Context: an optimization exercise on an open-source flow, tuned for small area, a short achievable clock period and few clock cycles per item. The choices shown serve that exercise and are no tape-out recipe.
The RTL was checked by simulation tests, not by an equivalence proof against the original design.
Power figures rest on the tool's default switching activity, not on a simulated workload.

`flow/run.sh`:
```
#!/bin/bash
# synth_recipe.tcl (not shown) runs the flow's synth.tcl, then flattens the netlist and writes it again
# the make line also repeats each setting of config.mk as NAME=value (left out here)
make -C /OpenROAD-flow-scripts/flow DESIGN_CONFIG=/design/flow/config.mk WORK_HOME=/design/flow/orfs CLKGATE_MAP_FILE= SYNTH_SCRIPT=/design/flow/synth_recipe.tcl finish
```
`flow/config.mk`:
```
export PLATFORM = sky130hd
export DESIGN_NAME = playback_rate_trim_controller
export DESIGN_NICKNAME = playback_rate_trim_controller
export VERILOG_FILES = /design/flow/design.v
export SDC_FILE = /design/flow/constraint.sdc
export NUM_CORES = 4
export LEC_CHECK = 0
export CAP_MARGIN = 20
export CORE_MARGIN = 2
export CORE_UTILIZATION = 40
export PLACE_DENSITY = 0.6
export SLEW_MARGIN = 20
```
`flow/constraint.sdc`:
```
create_clock -name core_clock -period 8.0 [get_ports {clk}]
set_input_delay 1.6000 -clock core_clock [delete_from_list [all_inputs] [get_ports {clk}]]
set_output_delay 1.6000 -clock core_clock [all_outputs]
set_load 0.01 [all_outputs]
```
`flow/design.v`:
```
package prtc_pkg;
  localparam int RATIO_W = 17;
  localparam int OCC_W   = 8;
  localparam int DLY_W   = 16;
  localparam int TGT_W   = 7;
  localparam int FPB_W   = 16;
  localparam int GAIN_W  = 16;
  localparam int LVL_W   = 17;
  localparam int PROD_W  = GAIN_W + LVL_W;
  localparam int DVSR_W  = 16;
  localparam int CNT_W   = 6;
  localparam int CFG_IDX_W  = 2;
  localparam int CFG_DATA_W = 16;
  localparam logic [RATIO_W-1:0] RATIO_ONE  = 17'd65536;
  localparam logic [RATIO_W-1:0] RATIO_MIN  = 17'd58982;
  localparam logic [RATIO_W-1:0] RATIO_MAX  = 17'd72090;
  localparam logic [RATIO_W-1:0] SMOOTH_MAX = 17'd131071;
  localparam logic [PROD_W-1:0]  TRIM_LIMIT = 33'd6554;
  localparam logic [OCC_W-1:0]   QUEUE_DEPTH = 8'd128;
  localparam logic [CFG_IDX_W-1:0] CFG_TARGET_LEVEL      = 2'd0;
  localparam logic [CFG_IDX_W-1:0] CFG_FRAMES_PER_BUFFER = 2'd1;
  localparam logic [CFG_IDX_W-1:0] CFG_PROPORTIONAL_GAIN = 2'd2;
  localparam logic [TGT_W-1:0]  TARGET_LEVEL_RST      = 7'd50;
  localparam logic [FPB_W-1:0]  FRAMES_PER_BUFFER_RST = 16'd441;
  localparam logic [GAIN_W-1:0] PROPORTIONAL_GAIN_RST = 16'd6554;
  typedef struct packed {
    logic [OCC_W-1:0] queue_occupancy;
    logic [DLY_W-1:0] driver_delay_frames;
    logic             playing_started;
  } in_item_t;
  typedef struct packed {
    logic [RATIO_W-1:0] smoothed_ratio;
    logic [RATIO_W-1:0] raw_ratio;
    logic               was_clamped;
  } out_item_t;
  typedef struct packed {
    logic              start;
    logic [PROD_W-1:0] dividend;
    logic [DVSR_W-1:0] divisor;
    logic [CNT_W-1:0]  count;
  } div_req_t;
  typedef struct packed {
    logic              start;
    logic [GAIN_W-1:0] gain;
    logic [LVL_W-1:0]  mcand;
  } mul_req_t;
endpackage
module prtc_div (
  input  logic                            clk,
  input  logic                            rst,
  input  prtc_pkg::div_req_t              req,
  output logic                            done,
  output logic [prtc_pkg::PROD_W-1:0]     quotient
);
  logic                            busy;
  logic [prtc_pkg::CNT_W-1:0]      cnt;
  logic [prtc_pkg::PROD_W-1:0]     dvd;
  logic [prtc_pkg::DVSR_W-1:0]     dvsr;
  logic [prtc_pkg::DVSR_W-1:0]     rem;
  logic [prtc_pkg::DVSR_W-1:0]     rem_next;
  logic [prtc_pkg::DVSR_W:0]       rem_sh;
  logic [prtc_pkg::DVSR_W:0]       rem_dif;
  logic                            fits;
  always_comb begin
    rem_sh   = {rem, dvd[prtc_pkg::PROD_W-1]};
    rem_dif  = rem_sh - {1'b0, dvsr};
    fits     = (rem_sh >= {1'b0, dvsr});
    rem_next = fits ? rem_dif[prtc_pkg::DVSR_W-1:0] : rem_sh[prtc_pkg::DVSR_W-1:0];
  end
  always_ff @(posedge clk) begin
    if (rst) begin
      busy <= 1'b0;
      cnt  <= '0;
      done <= 1'b0;
    end else begin
      done <= 1'b0;
      if (req.start) begin
        busy <= 1'b1;
        cnt  <= req.count;
      end else if (busy) begin
        cnt <= cnt - prtc_pkg::CNT_W'(1);
        if (cnt == prtc_pkg::CNT_W'(1)) begin
          busy <= 1'b0;
          done <= 1'b1;
        end
      end
    end
  end
  always_ff @(posedge clk) begin
    if (req.start) begin
      dvd      <= req.dividend;
      dvsr     <= req.divisor;
      rem      <= '0;
      quotient <= '0;
    end else if (busy) begin
      dvd      <= {dvd[prtc_pkg::PROD_W-2:0], 1'b0};
      rem      <= rem_next;
      quotient <= {quotient[prtc_pkg::PROD_W-2:0], fits};
    end
  end
endmodule
module prtc_mul (
  input  logic                        clk,
  input  logic                        rst,
  input  prtc_pkg::mul_req_t          req,
  output logic                        done,
  output logic [prtc_pkg::PROD_W-1:0] product
);
  logic                            busy;
  logic [prtc_pkg::CNT_W-1:0]      cnt;
  logic [prtc_pkg::GAIN_W-1:0]     gain;
  logic [prtc_pkg::LVL_W-1:0]      mcand;
  logic [prtc_pkg::PROD_W-1:0]     addend;
  assign addend = mcand[prtc_pkg::LVL_W-1] ? prtc_pkg::PROD_W'(gain) : '0;
  always_ff @(posedge clk) begin
    if (rst) begin
      busy <= 1'b0;
      cnt  <= '0;
      done <= 1'b0;
    end else begin
      done <= 1'b0;
      if (req.start) begin
        busy <= 1'b1;
        cnt  <= prtc_pkg::CNT_W'(prtc_pkg::LVL_W);
      end else if (busy) begin
        cnt <= cnt - prtc_pkg::CNT_W'(1);
        if (cnt == prtc_pkg::CNT_W'(1)) begin
          busy <= 1'b0;
          done <= 1'b1;
        end
      end
    end
  end
  always_ff @(posedge clk) begin
    if (req.start) begin
      gain    <= req.gain;
      mcand   <= req.mcand;
      product <= '0;
    end else if (busy) begin
      mcand   <= {mcand[prtc_pkg::LVL_W-2:0], 1'b0};
      product <= {product[prtc_pkg::PROD_W-2:0], 1'b0} + addend;
    end
  end
endmodule
module prtc_ring #(
  parameter int AVERAGE_LENGTH = 128,
  localparam int SUM_W = prtc_pkg::RATIO_W + $clog2(AVERAGE_LENGTH)
) (
  input  logic                          clk,
  input  logic                          rst,
  input  logic                          push,
  input  logic [prtc_pkg::RATIO_W-1:0]  raw,
  output logic                          done,
  output logic [SUM_W-1:0]              sum
);
  localparam int AW = $clog2(AVERAGE_LENGTH);
  localparam logic [SUM_W-1:0] SUM_INIT =
    SUM_W'(AVERAGE_LENGTH) * SUM_W'(prtc_pkg::RATIO_ONE);
  logic [prtc_pkg::RATIO_W-1:0] hist [AVERAGE_LENGTH];
  logic [prtc_pkg::RATIO_W-1:0] old;
  logic [AW-1:0]                wi;
  logic [AW-1:0]                wi_next;
  logic                         full;
  logic                         pending;
  assign wi_next = (wi == AW'(AVERAGE_LENGTH - 1)) ? '0 : wi + AW'(1);
  always_ff @(posedge clk) begin
    if (push) begin
      hist[wi] <= raw;
      old      <= hist[wi_next];
    end
  end
  always_ff @(posedge clk) begin
    if (rst) begin
      wi      <= '0;
      full    <= 1'b0;
      pending <= 1'b0;
      done    <= 1'b0;
      sum     <= SUM_INIT;
    end else begin
      pending <= push;
      done    <= pending;
      if (push) begin
        sum <= sum + SUM_W'(raw);
        wi  <= wi_next;
        if (wi_next == '0) begin
          full <= 1'b1;
        end
      end else if (pending) begin
        sum <= sum - (full ? SUM_W'(old) : SUM_W'(prtc_pkg::RATIO_ONE));
      end
    end
  end
endmodule
module playback_rate_trim_controller #(
  parameter int AVERAGE_LENGTH = 128
) (
  input  logic                               clk,
  input  logic                               rst,
  input  logic                               in_valid,
  output logic                               in_stall,
  input  prtc_pkg::in_item_t                 in_data,
  output logic                               out_valid,
  input  logic                               out_stall,
  output prtc_pkg::out_item_t                out_data,
  input  logic                               cfg_valid,
  output logic                               cfg_ready,
  input  logic [prtc_pkg::CFG_IDX_W-1:0]     cfg_index,
  input  logic [prtc_pkg::CFG_DATA_W-1:0]    cfg_data
);
  localparam int SUM_W = prtc_pkg::RATIO_W + $clog2(AVERAGE_LENGTH);
  typedef enum logic [6:0] {
    S_IDLE    = 7'b0000001,
    S_DIV_LVL = 7'b0000010,
    S_MUL     = 7'b0000100,
    S_DIV_MAG = 7'b0001000,
    S_RING    = 7'b0010000,
    S_DIV_AVG = 7'b0100000,
    S_DONE    = 7'b1000000
  } state_t;
  state_t state;
  state_t state_next;
  logic [prtc_pkg::TGT_W-1:0]   target_level;
  logic [prtc_pkg::FPB_W-1:0]   frames_per_buffer;
  logic [prtc_pkg::GAIN_W-1:0]  proportional_gain;
  logic [prtc_pkg::OCC_W-1:0]   occ_sat;
  logic                         level_above;
  logic [prtc_pkg::RATIO_W-1:0] raw_hold;
  logic                         clamp_hold;
  logic                         in_take;
  logic                         load;
  logic [prtc_pkg::TGT_W-1:0]   tgt_eff;
  logic [prtc_pkg::LVL_W-1:0]   level;
  logic [prtc_pkg::LVL_W-1:0]   diff;
  logic                         above;
  logic                         mag_big;
  logic [prtc_pkg::RATIO_W-1:0] mag;
  logic [prtc_pkg::RATIO_W-1:0] raw_calc;
  logic [prtc_pkg::RATIO_W-1:0] smoothed;
  prtc_pkg::div_req_t           div_req;
  logic                         div_done;
  logic [prtc_pkg::PROD_W-1:0]  div_q;
  prtc_pkg::mul_req_t           mul_req;
  logic                         mul_done;
  logic [prtc_pkg::PROD_W-1:0]  product;
  logic                         ring_push;
  logic [prtc_pkg::RATIO_W-1:0] ring_raw;
  logic                         ring_done;
  logic [SUM_W-1:0]             ring_sum;
  prtc_div u_div (
    .clk      (clk),
    .rst      (rst),
    .req      (div_req),
    .done     (div_done),
    .quotient (div_q)
  );
  prtc_mul u_mul (
    .clk     (clk),
    .rst     (rst),
    .req     (mul_req),
    .done    (mul_done),
    .product (product)
  );
  prtc_ring #(
    .AVERAGE_LENGTH (AVERAGE_LENGTH)
  ) u_ring (
    .clk  (clk),
    .rst  (rst),
    .push (ring_push),
    .raw  (ring_raw),
    .done (ring_done),
    .sum  (ring_sum)
  );
  assign cfg_ready = 1'b1;
  assign in_stall  = rst || (state != S_IDLE);
  assign in_take   = in_valid && !in_stall;
  assign load      = (state == S_DONE) && (!out_valid || !out_stall);
  always_comb begin
    tgt_eff  = (target_level == '0) ? prtc_pkg::TGT_W'(1) : target_level;
    level    = prtc_pkg::LVL_W'(occ_sat) + prtc_pkg::LVL_W'(div_q[prtc_pkg::DLY_W-1:0]);
    above    = level > prtc_pkg::LVL_W'(tgt_eff);
    diff     = above ? level - prtc_pkg::LVL_W'(tgt_eff) : prtc_pkg::LVL_W'(tgt_eff) - level;
    mag_big  = div_q > prtc_pkg::TRIM_LIMIT;
    mag      = div_q[prtc_pkg::RATIO_W-1:0];
    if (level_above) begin
      raw_calc = mag_big ? prtc_pkg::RATIO_MIN : prtc_pkg::RATIO_ONE - mag;
    end else begin
      raw_calc = mag_big ? prtc_pkg::RATIO_MAX : prtc_pkg::RATIO_ONE + mag;
    end
    smoothed = (|div_q[prtc_pkg::PROD_W-1:prtc_pkg::RATIO_W]) ? prtc_pkg::SMOOTH_MAX
                                                              : div_q[prtc_pkg::RATIO_W-1:0];
  end
  always_comb begin
    div_req.start    = 1'b0;
    div_req.dividend = '0;
    div_req.divisor  = prtc_pkg::DVSR_W'(1);
    div_req.count    = '0;
    mul_req.start    = 1'b0;
    mul_req.gain     = proportional_gain;
    mul_req.mcand    = diff;
    ring_push        = 1'b0;
    ring_raw         = prtc_pkg::RATIO_ONE;
    case (state)
      S_IDLE: begin
        if (in_take) begin
          if (in_data.playing_started) begin
            div_req.start = 1'b1;
            div_req.count = prtc_pkg::CNT_W'(prtc_pkg::DLY_W);
            if (frames_per_buffer != '0) begin
              div_req.dividend = {in_data.driver_delay_frames,
                                  {(prtc_pkg::PROD_W - prtc_pkg::DLY_W){1'b0}}};
              div_req.divisor  = frames_per_buffer;
            end
          end else begin
            ring_push = 1'b1;
          end
        end
      end
      S_DIV_LVL: begin
        mul_req.start = div_done;
      end
      S_MUL: begin
        if (mul_done) begin
          div_req.start    = 1'b1;
          div_req.dividend = product;
          div_req.divisor  = prtc_pkg::DVSR_W'(tgt_eff);
          div_req.count    = prtc_pkg::CNT_W'(prtc_pkg::PROD_W);
        end
      end
      S_DIV_MAG: begin
        ring_push = div_done;
        ring_raw  = raw_calc;
      end
      S_RING: begin
        if (ring_done) begin
          div_req.start    = 1'b1;
          div_req.dividend = {ring_sum, {(prtc_pkg::PROD_W - SUM_W){1'b0}}};
          div_req.divisor  = prtc_pkg::DVSR_W'(AVERAGE_LENGTH);
          div_req.count    = prtc_pkg::CNT_W'(SUM_W);
        end
      end
      default: begin
      end
    endcase
  end
  always_comb begin
    state_next = state;
    case (state)
      S_IDLE: begin
        if (in_take) begin
          state_next = in_data.playing_started ? S_DIV_LVL : S_RING;
        end
      end
      S_DIV_LVL: begin
        if (div_done) state_next = S_MUL;
      end
      S_MUL: begin
        if (mul_done) state_next = S_DIV_MAG;
      end
      S_DIV_MAG: begin
        if (div_done) state_next = S_RING;
      end
      S_RING: begin
        if (ring_done) state_next = S_DIV_AVG;
      end
      S_DIV_AVG: begin
        if (div_done) state_next = S_DONE;
      end
      S_DONE: begin
        if (load) state_next = S_IDLE;
      end
      default: begin
        state_next = S_IDLE;
      end
    endcase
  end
  always_ff @(posedge clk) begin
    if (rst) begin
      state             <= S_IDLE;
      out_valid         <= 1'b0;
      target_level      <= prtc_pkg::TARGET_LEVEL_RST;
      frames_per_buffer <= prtc_pkg::FRAMES_PER_BUFFER_RST;
      proportional_gain <= prtc_pkg::PROPORTIONAL_GAIN_RST;
    end else begin
      state <= state_next;
      if (load) begin
        out_valid <= 1'b1;
      end else if (!out_stall) begin
        out_valid <= 1'b0;
      end
      if (cfg_valid && cfg_ready) begin
        case (cfg_index)
          prtc_pkg::CFG_TARGET_LEVEL:      target_level      <= cfg_data[prtc_pkg::TGT_W-1:0];
          prtc_pkg::CFG_FRAMES_PER_BUFFER: frames_per_buffer <= cfg_data;
          prtc_pkg::CFG_PROPORTIONAL_GAIN: proportional_gain <= cfg_data;
          default: begin
          end
        endcase
      end
    end
  end
  always_ff @(posedge clk) begin
    if (in_take) begin
      occ_sat    <= (in_data.queue_occupancy > prtc_pkg::QUEUE_DEPTH) ? prtc_pkg::QUEUE_DEPTH
                                                                     : in_data.queue_occupancy;
      raw_hold   <= prtc_pkg::RATIO_ONE;
      clamp_hold <= 1'b0;
    end
    if ((state == S_DIV_LVL) && div_done) begin
      level_above <= above;
    end
    if ((state == S_DIV_MAG) && div_done) begin
      raw_hold   <= raw_calc;
      clamp_hold <= mag_big;
    end
    if (load) begin
      out_data.smoothed_ratio <= smoothed;
      out_data.raw_ratio      <= raw_hold;
      out_data.was_clamped    <= clamp_hold;
    end
  end
endmodule
```
==> impl_metrics.tcl <==
set metrics [dict create \
    outcome "finished clean" \
    hpwl_um 171000 \
    worstSetupStartpointType "register" \
    setup_tns_ns 0 \
    cts_setup_buffers 0 \
    core_region_area_mm2 0.254 \
    grt_max_degree 105 \
    ant_nets 0 \
    cts_tree "yes" \
    slew_headroom_pct 18.3 \
    top_usage_layer "met2" \
    pre_cts_slack_ns 1.47 \
    crit_fanout 31 \
    cp.buffers_inverters 3 \
    netlist_area_mm2 0.102 \
    min_period_over_period_pct 72.6 \
    final-setup-viol-count 0 \
    layout-drive-gt1-share_pct 19.1 \
    critPathMaxStageDelay_ns 0.54 \
    synth_edf_count 2337 \
    cp.required_ns 8.77 \
    path_delay_family "compound AO/OA/AOI/OAI gates" \
    rows 185 \
    grtUsageTotal_pct 21.4 \
    cts.htree.levels 5 \
    syn_area_per_cell_um2 17.0 \
    max_freq_mhz 172 \
    cp-end-kind "register" \
    hold_path.startpoint "raw_hold[10]" \
    whs_ns 0.424 \
    drc 0 \
    detail_route.iter0.violations 7485 \
    holdPathEnd "out_data[11]" \
    yosys_register_bits 2516 \
    ff2ff_setup_slack_ns 2.19 \
    crit_type "reg2reg" \
    final_cell_mix "edfxtp_1 (2337), nand2_1 (663), mux4_2 (502), clkbuf_16 (289), nor2_1 (201)" \
    fin_ws_ns 2.19 \
    power.total_w 0.0296 \
    insertion_delay_ns 0.93 \
    initial_core_util_pct 40.2 \
    cpMaxStageDelayCell "nor4b_1" \
    post_drt_wl_per_cell_um 28.9 \
    antenna_found_initial 7 \
    use_met3_pct 4.40 \
    netlist_instances 5998 \
    rsz0062_at_grt "no" \
    power-per-cell-area_mw_per_mm2 254 \
    synthesis.nets 6137 \
    drt-total-wl_um 282000 \
    vias 57000 \
    nets 6313 \
    dieArea_mm2 0.259 \
    cp_cell_sequence "nor2_1 > nor4b_1 > nand3b_1 > nand3b_1 > inv_1 > a21boi_2 > buf_4 > inv_2 > o21bai_1 > ha_1 > fa_1 > a21oi_1 > o22ai_1 > o22ai_1 > o221a_2 > o21ai_0 > a2111o_1 > o2111ai_1 > o211ai_1" \
    r2r_end "u_ring.sum[22]" \
    setup.worst_path.start "state[6]" \
    fillers 21300 \
    ctsResizeCount 0 \
    cts.sinks 2516 \
    ctsHoldBuffers 0 \
    tightest_slew_ns 1.22 \
    grt_use_met1_pct 30.4 \
    drtPass1Iterations 6 \
    arrival_ns 6.58 \
    final-hold-violation-count 0 \
    die_height_um 509 \
    ys_warn_count 4 \
    ys_async_sr_fraction_pct 0 \
    synthFlopType "edfxtp_1" \
    drv_cap 0 \
    p_leak_nw 38.5 \
    port-buffer-count 84 \
    path_clk_slew_ns 0.06 \
    io_pins 86 \
    r2r.worst_path.cells 19 \
    use_met2_pct 33.1 \
    final_core_util_pct 45.8 \
    dieWidth_um 509 \
    cts-buffers-inserted 281 \
    period_needed_ns 5.81 \
    r2r-start "state[6]" \
    drt-vias-per-instance 5.86 \
    area.growth.synth_to_final_pct 13.9 \
    gp_congestion 0.905 \
    root_buffer "clkbuf_16" \
    synth_cell_type_count 86 \
    vdd_drop_max_mv 0.179 \
    fin_skew_ns 0.0799 \
    overflow 0 \
    yosysSeqAreaShare_pct 72.2 \
    clock_path_buffers 4 \
    slew_viol_final 0 \
    grt_pass1_vias 55900 \
    final_common_cell "edfxtp_1" \
    hold_depth 0 \
    hold_class "reg2reg" \
    grt_pass1_wl_um 405000 \
]
[registers in the layout (all words and copies together) (netlist names), 7 cells and up]
name,flops
u_mul.product,33
state,7
target_level,7
u_div.dvd,33
u_div.dvsr,16
u_div.quotient,33
u_div.rem,16
frames_per_buffer,16
u_ring.sum,24
u_mul.gain,16
u_ring.hist,2176
u_ring.wi,7
occ_sat,8
proportional_gain,16
raw_hold,17
u_ring.old,17
u_mul.mcand,17
out_data,35
[worst max path at each step]
stage / end / slack, ns / cells after the start
after floorplan: u_ring.sum[22] / 0.11 / 19
after global placement: u_ring.sum[22] / 1.52 / 19
after detailed placement: u_ring.sum[22] / 1.47 / 19
after CTS: u_ring.sum[22] / 2.22 / 21
after global routing: u_ring.sum[22] / 1.71 / 21
final: u_ring.sum[22] / 2.19 / 19
[synth_stat cells (46+ instances only)]
cell / instances / area share [%]
edfxtp_1: 2337 / 69
nand2_1: 663 / 2.4
mux4_2: 502 / 11
nor2_1: 316 / 1.2
clkbuf_1: 208 / 0.76
a21oi_1: 204 / 1.0
dfxtp_1: 179 / 3.5
nand3_1: 176 / 0.86
mux2i_1: 148 / 1.5
o21ai_0: 127 / 0.62
ha_1: 85 / 1.0
inv_1: 82 / 0.30
xnor2_1: 56 / 0.48
buf_4: 50 / 0.37
buf_2: 47 / 0.23
nor3_1: 47 / 0.23
xor2_1: 46 / 0.39
[report_power, final]
group / leakage (nW) / total, W / switching [W] / internal [W]
Sequential: 23.6 / 0.0145 / 0.000160 / 0.0144
Clock: 4.29 / 0.0125 / 0.00508 / 0.00742
Combinational: 10.6 / 0.00252 / 0.00153 / 0.000992
Total: 38.5 / 0.0296 / 0.00677 / 0.0228
[layout make-up]
class	count	area (um^2)	area share, %
inverters	82	310	0.267
repair buffers	235	2210	1.90
clock buffers	356	7570	6.51
multi-input cells	3058	27100	23.3
flip-flops and latches	2516	73800	63.4
clock inverters	124	1220	1.05
diodes	1	2.50	0.00215
well taps	3366	4210	3.62
[per-layer routing]
metal / wire length (um) / vias to the layer above / share of wire [%]
met5: 152 / - / 0.054
met4: 9580 / 8 / 3.4
met3: 24500 / 497 / 8.7
met2: 130000 / 2600 / 46
met1: 118000 / 29800 / 42
li1: - / 24100 / -
[kinds of logic (layout without fill, tap and decap cells)]
group                      Yosys count  after routing  synth area share, %
buffers and inverters              424            797                 1.96
other                                1              2              0.00367
xor gates and xnor gates           102            102                0.875
DFF                               2516           2516                 72.2
muxes                              654            654                 12.6
AOI/OAI and AO/OA                  722            722                 4.71
and+or+nand+nor                   1488           1488                 6.52
adders and majority gates           91             91                 1.16
[metrics by stage]
step,std cells,instance area (um^2)
after floorplan,5998,102000
after global placement,9250,107000
after detailed placement,9251,107000
after CTS,9731,116000
after global routing,9737,116000
final,9738,116000
Testbench counts, summed over its fixed seeds: cycles 186,015, items 2,048.

-- port drivers added, routing unchanged --
The flow's constraints put no driver on any port. The routed layout listed below was extracted and timed again, unchanged, in two steps.
Step 1, drivers: a clkbuf_16 drives clk and a buf_2 each remaining input, both assumed.
Step 2 moves the port delays by t, midway between the first and last clock arrival at a register: inputs arrive t later, outputs are due t later. That takes back most of the time a late clock gives input paths.
Three values: no drivers, after step 1, after step 2; two values: the first two.
t (ns): 0.991
setup WS [ns]: 2.189 / 2.189 / 1.446
clock arrival spread, ns: 0.091 / 0.091
worst slew at a driven data input, ns: 0.07
pins driven straight from the clock port: 1
After both steps this run still meets setup and hold. For this run, drivers alone change the setup slack by 0.000 ns; drivers and shift together by -0.743 ns.
